What follows belongs to an exercise in optimizing a design on an open flow for small area, a short achievable clock period and few clock cycles per item; a production flow would make more cautious choices.
Only simulation tests tie the RTL to the original design; equivalence was not proved.

==> flow/design.v (outline; a module is shown in full before it is edited, if it fits) <==
// module hsv_to_rgb_converter_core: 1470 lines
// module hsv2rgb_top: 35 lines
module hsv2rgb_top (
	input  logic        clk,
	input  logic        arst_n,
	input  logic        start,
	output logic        busy,
	input  logic [12:0] hue,
	input  logic [6:0]  saturation,
	input  logic [6:0]  brightness,
	output logic        done,
	output logic [7:0]  red,
	output logic [7:0]  green,
	output logic [7:0]  blue,
	output logic        in_range
);
  // ...
==> flow/run.sh <==
#!/bin/bash
# synth_recipe.tcl (not shown) runs the flow's synth.tcl, then flattens the netlist and writes it again
# the make line also repeats each setting of config.mk as NAME=value (left out here)
make -C /OpenROAD-flow-scripts/flow DESIGN_CONFIG=/design/flow/config.mk WORK_HOME=/design/flow/orfs CLKGATE_MAP_FILE= SYNTH_SCRIPT=/design/flow/synth_recipe.tcl finish
==> flow/config.mk <==
export PLATFORM = sky130hd
export DESIGN_NAME = hsv2rgb_top
export DESIGN_NICKNAME = hsv2rgb_top
export VERILOG_FILES = /design/flow/design.v
export SDC_FILE = /design/flow/constraint.sdc
export NUM_CORES = 4
export LEC_CHECK = 0
export CAP_MARGIN = 20
export CORE_MARGIN = 2
export CORE_UTILIZATION = 40
export SETUP_SLACK_MARGIN = 4.6
export SLEW_MARGIN = 20
==> flow/constraint.sdc <==
create_clock -name core_clock -period 7.5 [get_ports {clk}]
set_input_delay 1.5000 -clock core_clock [delete_from_list [all_inputs] [get_ports {clk}]]
set_output_delay 1.5000 -clock core_clock [all_outputs]
set_load 0.01 [all_outputs]
==> impl_metrics.ini, run 1 <==
[clock_tree]
htree_levels = 2
cts_hold_buffers = 0

[setup_path]
startpoint_type = flip-flop
crit_arrival_ps = 1630
crit_start = u_core.sr7[2]
r2r_cells = 12

[logic_synthesis]
synthArstFlopShare_pct = 2.04
synth-xor-area-share_pct = 5.42
synthFlopType = dfxtp_1
synth_cell_type_count = 65

[route]
vias = 13400
routed_wl_um = 42500

[final_layout]
final_cell_mix = inv_1, dfxtp_1, ha_1
utilization_pct = 48.1
syn_to_final_growth_pct = 18.2
nNetsFinal = 2601
inv_count = 418
ff_latch_area_um2 = 7040
largest_register_ffs = 66

[floorplanning]
tap-cell-count = 672
die_area_um2 = 53100
rows = 82

[placed_design]
gp_congestion = 0.867
placed_cell_area_um2 = 21900
place_inst = 2718
preCtsSetupSlack_ps = 4210

[global_route]
grtUsageMet1_pct = 20.3
grt_pass1_wl_um = 70700

[status]
status = finished clean
Testbench counts, summed over its fixed seeds: cycles 16,056, items 16,000.
==> run 2: changes to the inputs <==
--- a/flow/config.mk
+++ b/flow/config.mk
@@ -8,5 +8,6 @@
 export CAP_MARGIN = 20
 export CORE_MARGIN = 2
 export CORE_UTILIZATION = 40
+export CTS_BUF_LIST = sky130_fd_sc_hd__clkbuf_4 sky130_fd_sc_hd__clkbuf_8
 export SETUP_SLACK_MARGIN = 4.6
 export SLEW_MARGIN = 20
==> run 2 against run 1 <==
Against the previous run: clock-buffer cell count is 24 higher; clock skew grew 1.1 ps; still clean on timing, DRC and antenna.
==> impl_metrics.ini, run 2 <==
[floorplanning]
ios = 57
die_y_um = 230
initial_core_util_pct = 40.7
die_w_um = 230
die_area_um2 = 53100
coreArea_um2 = 50400
rows = 82

[logic_synthesis]
netlist_top_cells_count = inv_1, dfxtp_1, ha_1
yosys.cell_count.top_type = inv_1
syn_nets = 2480
avgSynthCellArea_um2 = 10.2
synthTopCellsByArea = dfxtp_1, fa_1, ha_1
synthFlopType = dfxtp_1
synthArstFlopShare_pct = 2.04
synth_edf_count = 0
ys_ff_latch = 343
synth_cell_type_count = 65
ys.warnings.count = 1
yosysTopAreaCell = dfxtp_1
syn-cell-area_um2 = 20500
ys_seq_area_share_pct = 33.7
netlist_instances = 2015
synth_top_area_share_pct = 32.8

[placed_design]
gp_congestion = 0.867
preCtsSetupSlack_ps = 4210
place_hpwl_um = 32500
io_buffers = 55

[clock_tree]
clock_latency_ps = 640
cts_tree = done
cts.sinks = 343
cts_made_buffers = 57
root_buffer = clkbuf_8
clkTransAtPathRegs_ps = 70
cts.path.max_buffers = 3
htree_levels = 2

[route]
route.met2.wl_um = 20500
postRouteAntennaNets = 0
drt-met1-wl_um = 19200
viasPerCell = 4.70
wl_met3_um = 1560
vias = 13500
wl_per_cell_um = 14.8
dr.pass1.iters = 9
routed_wl_um = 42600
top_layer = met4
first_iter_violations = 670
drc_errors = 0

[sta]
slew-limit-headroom_pct = 61.7
finalHoldViolCount = 0
setup_violations = 0
fin_skew_ps = 21.0
min_period_ps = 3180
fin_ws_ps = 4320
setup_tns_ps = 0
fin_crit_sh_pct = 42.4
max_freq_mhz = 315
slew_viol_final = 0
worst_pin_slew_ps = 560
rsz0062_at_grt = true

[final_layout]
largest_register_ffs = 66
mostFrequentLayoutCell = inv_1
syn_to_final_growth_pct = 18.0
largest-register = u_core.p4_d
final_cell_mix = inv_1, dfxtp_1, ha_1
reg.largest.list = u_core.p4_d x66, u_core.vs2_d x25, u_core.p5 x24
drive_gt1_share_pct = 16.4
nNetsFinal = 2619

[setup_path]
crit_path_end_kind = output port
crit_fanout = 8
startpoint_type = flip-flop
crit_arrival_ps = 1680
cp_slowest_cell = dfxtp_4
path_cells = a222oi_1, inv_1, dlygate4sd2_1
critPathKind = flip-flop to output port
critical_path.max_stage_delay_ps = 370
cp.required_ps = 6000

[global_route]
grt.overflow.total = 0
grt_pass1_vias = 14500
grt_usage_pct = 16.4
antenna_found_initial = 0
grt_pass1_wl_um = 71000
grt_max_degree = 16

[job]
cap_violations = 0

[hold_path]
hp-class = flip-flop to flip-flop

[status]
status = finished clean
-- run 2: cell counts after synthesis --
No cell type changed its count.
-- run 2: critical path: cells and delay by family (launching register included) --
kind	cells	cell delay, ps
DFF	1	370
buffers and inverters	2	350
AOI/OAI and AO/OA	1	320
-- run 2: area by class of cell --
cell class	count	area, µm²
fillers	4622	26200
multi-input cells	1230	12600
flip-flops and latches	343	7020
inverters	418	1590
clock buffers	79	1050
repair buffers	104	842
well taps	672	841
clock inverters	25	265
diodes	1	2.50
-- run 2: worst paths after layout --
path                                   end  slack [ps]           from  cells past startpoint
max                                 red[1]        4320  u_core.sr7[2]                      3
min reg2reg                  u_core.kk3[0]         320  u_core.kk2[0]                      0
min in group asynchronous  u_core.valid[7]        1110         arst_n                      1
max in group asynchronous  u_core.valid[4]        6160         arst_n                      1
min                          u_core.kk3[0]         320  u_core.kk2[0]                      0
max reg2reg                   u_core.x7[7]        4430  u_core.xq6[0]                     13
-- run 2: metrics by stage --
step	utilization [%]	hold slack [ps]	cell area, µm²	instances
2_1_floorplan	-	310	20600	2015
3_3_place_gp	43.4	311	21900	2718
3_5_place_dp	43.4	312	21900	2718
4_1_cts	46.9	323	23600	2850
5_1_grt	48.0	324	24200	2871
6_report	48.0	318	24200	2872
-- run 2: logic make-up (layout without fill, tap and decap cells) --
kind of cell	count (synthesis)	in the layout	synth area share (%)
buffers and inverters	442	626	8.11
adders and majority gates	435	435	33.6
and+or+nand+nor	426	426	11.0
DFF	343	343	33.7
AOI/OAI and AO/OA	242	242	8.19
xor gates and xnor gates	126	126	5.42
other	1	2	0.0183
-- run 2: routing by layer --
metal,vias up,track usage (%)
met2,236,28.5
li1,6665,-
met4,0,6.15
met3,92,3.13
met1,6499,20.2
met5,-,0
-- run 2: timing repair --
action	4_1_cts	5_1_grt
gates cloned	0	0
endpoints found under the setup margin	72	76
gates resized for setup	192	100
buffers inserted	28	21
hold buffers	0	0
pin swaps	64	57
==> run 3: changes to the inputs <==
--- a/flow/config.mk
+++ b/flow/config.mk
@@ -8,6 +8,5 @@
 export CAP_MARGIN = 20
 export CORE_MARGIN = 2
 export CORE_UTILIZATION = 40
-export CTS_BUF_LIST = sky130_fd_sc_hd__clkbuf_4 sky130_fd_sc_hd__clkbuf_8
-export SETUP_SLACK_MARGIN = 4.6
+export SETUP_SLACK_MARGIN = 4.3
 export SLEW_MARGIN = 20
==> run 3 against run 2 <==
Against the previous run: still clean; global-route usage is 0.32 points lower; clock skew is 7.1 ps higher; sequential cell count stayed put; synthesized area did not move; non-clock buffer count is 34 lower; fmax increased by 0.54%; register-to-register slack got worse by 60 ps; critical endpoint unchanged; largest cell class unchanged; highest routed layer unchanged.
==> impl_metrics.ini, run 3 <==
[hold_path]
hp-class = flip-flop to flip-flop

[logic_synthesis]
synth_edf_count = 0
synthTopCellsByArea = dfxtp_1, fa_1, ha_1
yosys.cell_count.top_type = inv_1
synth_top_family_by_area = adder cells
syn-cell-area_um2 = 20500
ys.warnings.count = 1
synthAdderAreaFrac_pct = 33.6
synthArstFlopShare_pct = 2.04
ys_seq_area_share_pct = 33.7
synthFlopType = dfxtp_1
synth_cell_type_count = 65
synth_top_area_share_pct = 32.8
syn_nets = 2480
synth_compound_area_share_pct = 8.19
ys_ff_latch = 343
synthSimpleGateAreaFrac_pct = 11.0
netlist_instances = 2015
netlist_top_cells_count = inv_1, dfxtp_1, ha_1
synth-xor-area-share_pct = 5.42
avgSynthCellArea_um2 = 10.2
yosysTopAreaCell = dfxtp_1
synth.area.mux_share_pct = 0

[status]
status = finished clean

[setup_path]
critPathKind = flip-flop to output port
crit_path_end_kind = output port
crit_arrival_ps = 1660
crit_fanout = 8
startpoint_type = flip-flop
cp.required_ps = 6000

[global_route]
grt_pass1_wl_um = 69400
antenna_found_initial = 0
grt.overflow.total = 0
grt_usage_pct = 16.1
grt_max_degree = 16
grt_pass1_vias = 14200

[sta]
setup_violations = 0
finalHoldViolCount = 0
min_period_ps = 3160
fin_skew_ps = 28.1
slew-limit-headroom_pct = 47.3
worst_pin_slew_ps = 789
max_freq_mhz = 316
setup_tns_ps = 0
slew_viol_final = 0
fin_crit_sh_pct = 42.2
fin_ws_ps = 4340
rsz0062_at_grt = true

[route]
vias = 13100
routed_wl_um = 40900
first_iter_violations = 692
postRouteAntennaNets = 0
viasPerCell = 4.67
wl_per_cell_um = 14.6
dr.pass1.iters = 8
drc_errors = 0

[clock_tree]
clock_latency_ps = 560
root_buffer = clkbuf_16
cts.path.max_buffers = 3
cts.sinks = 343
clkTransAtPathRegs_ps = 60
cts_tree = done
htree_levels = 2
cts_hold_buffers = 0
cts_made_buffers = 40

[placed_design]
place_hpwl_um = 32400
preCtsSetupSlack_ps = 4070
io_buffers = 55
gp_congestion = 0.864

[floorplanning]
initial_core_util_pct = 40.7
rows = 82
die_w_um = 230
coreArea_um2 = 50400
die_y_um = 230
die_area_um2 = 53100
ios = 57

[final_layout]
mostFrequentLayoutCell = inv_1
largest_register_ffs = 66
multi_input_area_um2 = 12200
nFillCells = 4704
final_cell_mix = inv_1, dfxtp_1, ha_1
syn_to_final_growth_pct = 14.8
ff_latch_area_um2 = 6960
largest-register = u_core.p4_d
drive_gt1_share_pct = 8.06
nNetsFinal = 2568
reg.largest.list = u_core.p4_d x66, u_core.vs2_d x25, u_core.p5 x24

[job]
cap_violations = 0
==> run 3: cell type report <==
type | instances | area share (%)
Antenna cell | 2 | 0.0213
Clock buffer | 54 | 4.74
Clock inverter | 19 | 1.23
Inverter | 418 | 6.68
Multi-Input combinational cell | 1230 | 51.6
Sequential cell | 343 | 29.6
Tap cell | 672 | 3.57
Timing Repair Buffer | 70 | 2.55
==> run 3: path summary, 6_finish.rpt <==
kind                                      start               to  slack [ps]  depth (start not counted)
worst min register to register  u_core.zero5[0]  u_core.zero6[0]         320                          0
worst max-delay path              u_core.sr7[2]           red[1]        4340                          3
worst min-delay path            u_core.zero5[0]  u_core.zero6[0]         320                          0
max in group asynchronous                arst_n  u_core.valid[7]        6080                          1
min in group asynchronous                arst_n  u_core.valid[1]        1190                          1
worst max register to register    u_core.p5[16]    u_core.xq6[3]        4370                         13
==> run 3: what timing repair did <==
action,CTS,global route
resized for setup,69,64
cloned,0,0
setup buffers,6,9
pin swaps,24,39
endpoints found under the setup margin,40,37
==> run 3: worst max-delay path, stage by stage (launching register included) <==
cell,delay [ps]
dfxtp_4,370
a222oi_1,390
inv_1,70
dlygate4sd2_1,290
==> run 3: metrics by stage <==
stage | area, µm² | std cells | utilization [%] | hold WS (ps)
finish | 23500 | 2808 | 46.7 | 320
global route | 23500 | 2806 | 46.7 | 321
CTS | 23300 | 2797 | 46.2 | 319
detailed placement | 21800 | 2718 | 43.3 | 312
global placement | 21800 | 2718 | 43.3 | 312
floorplan | 20500 | 2015 | - | 310
==> run 3: per-layer routing <==
layer / routed length [µm] / up-vias / global-route usage, %
met1: 18400 / 6260 / 19.8
met3: 1470 / 70 / 2.48
li1: - / 6558 / -
met2: 19900 / 225 / 28.6
met5: 0 / - / 0
met4: 1080 / 0 / 5.54
==> run 3: cell families after synthesis <==
| kind of cell | Yosys count |
|---|---|
| fa+ha+maj | 435 |
| flops | 343 |
| compound gates | 242 |
| other cells | 1 |
| simple gates | 426 |
| buf+inv | 442 |
| xor+xnor | 126 |

==> afterwards: timing with drivers on the ports <==
How much do the figures lean on ideal ports? The routed layouts below were timed once more, with nothing changed but the port constraints.
Step 1 assumes that a clkbuf_16 drives the clock port and a buf_2 every other input.
Step 2 adds t to the input delays and takes it off the output delays; t is the mean of the earliest and latest rising clock arrival at the registers after step 1. Input paths then give back, and output paths get back, about the clock's delay inside the block.
Slacks: ideal ports / drivers / drivers and shift; pairs: ideal ports / drivers.
run | t (ns) | slack for setup (ns) | hold slack, ns | latest minus earliest clock arrival (ns)
run 1 | 0.605 | 4.370 / 4.317 / 4.484 | 0.321 / 0.321 / 0.321 | 0.020 / 0.021
run 2 | 0.682 | 4.321 / 4.271 / 4.428 | 0.318 / 0.318 / 0.318 | 0.024 / 0.024
run 3 | 0.599 | 4.338 / 4.282 / 4.369 | 0.320 / 0.320 / 0.320 | 0.031 / 0.031
After both steps every run listed still meets setup and hold.
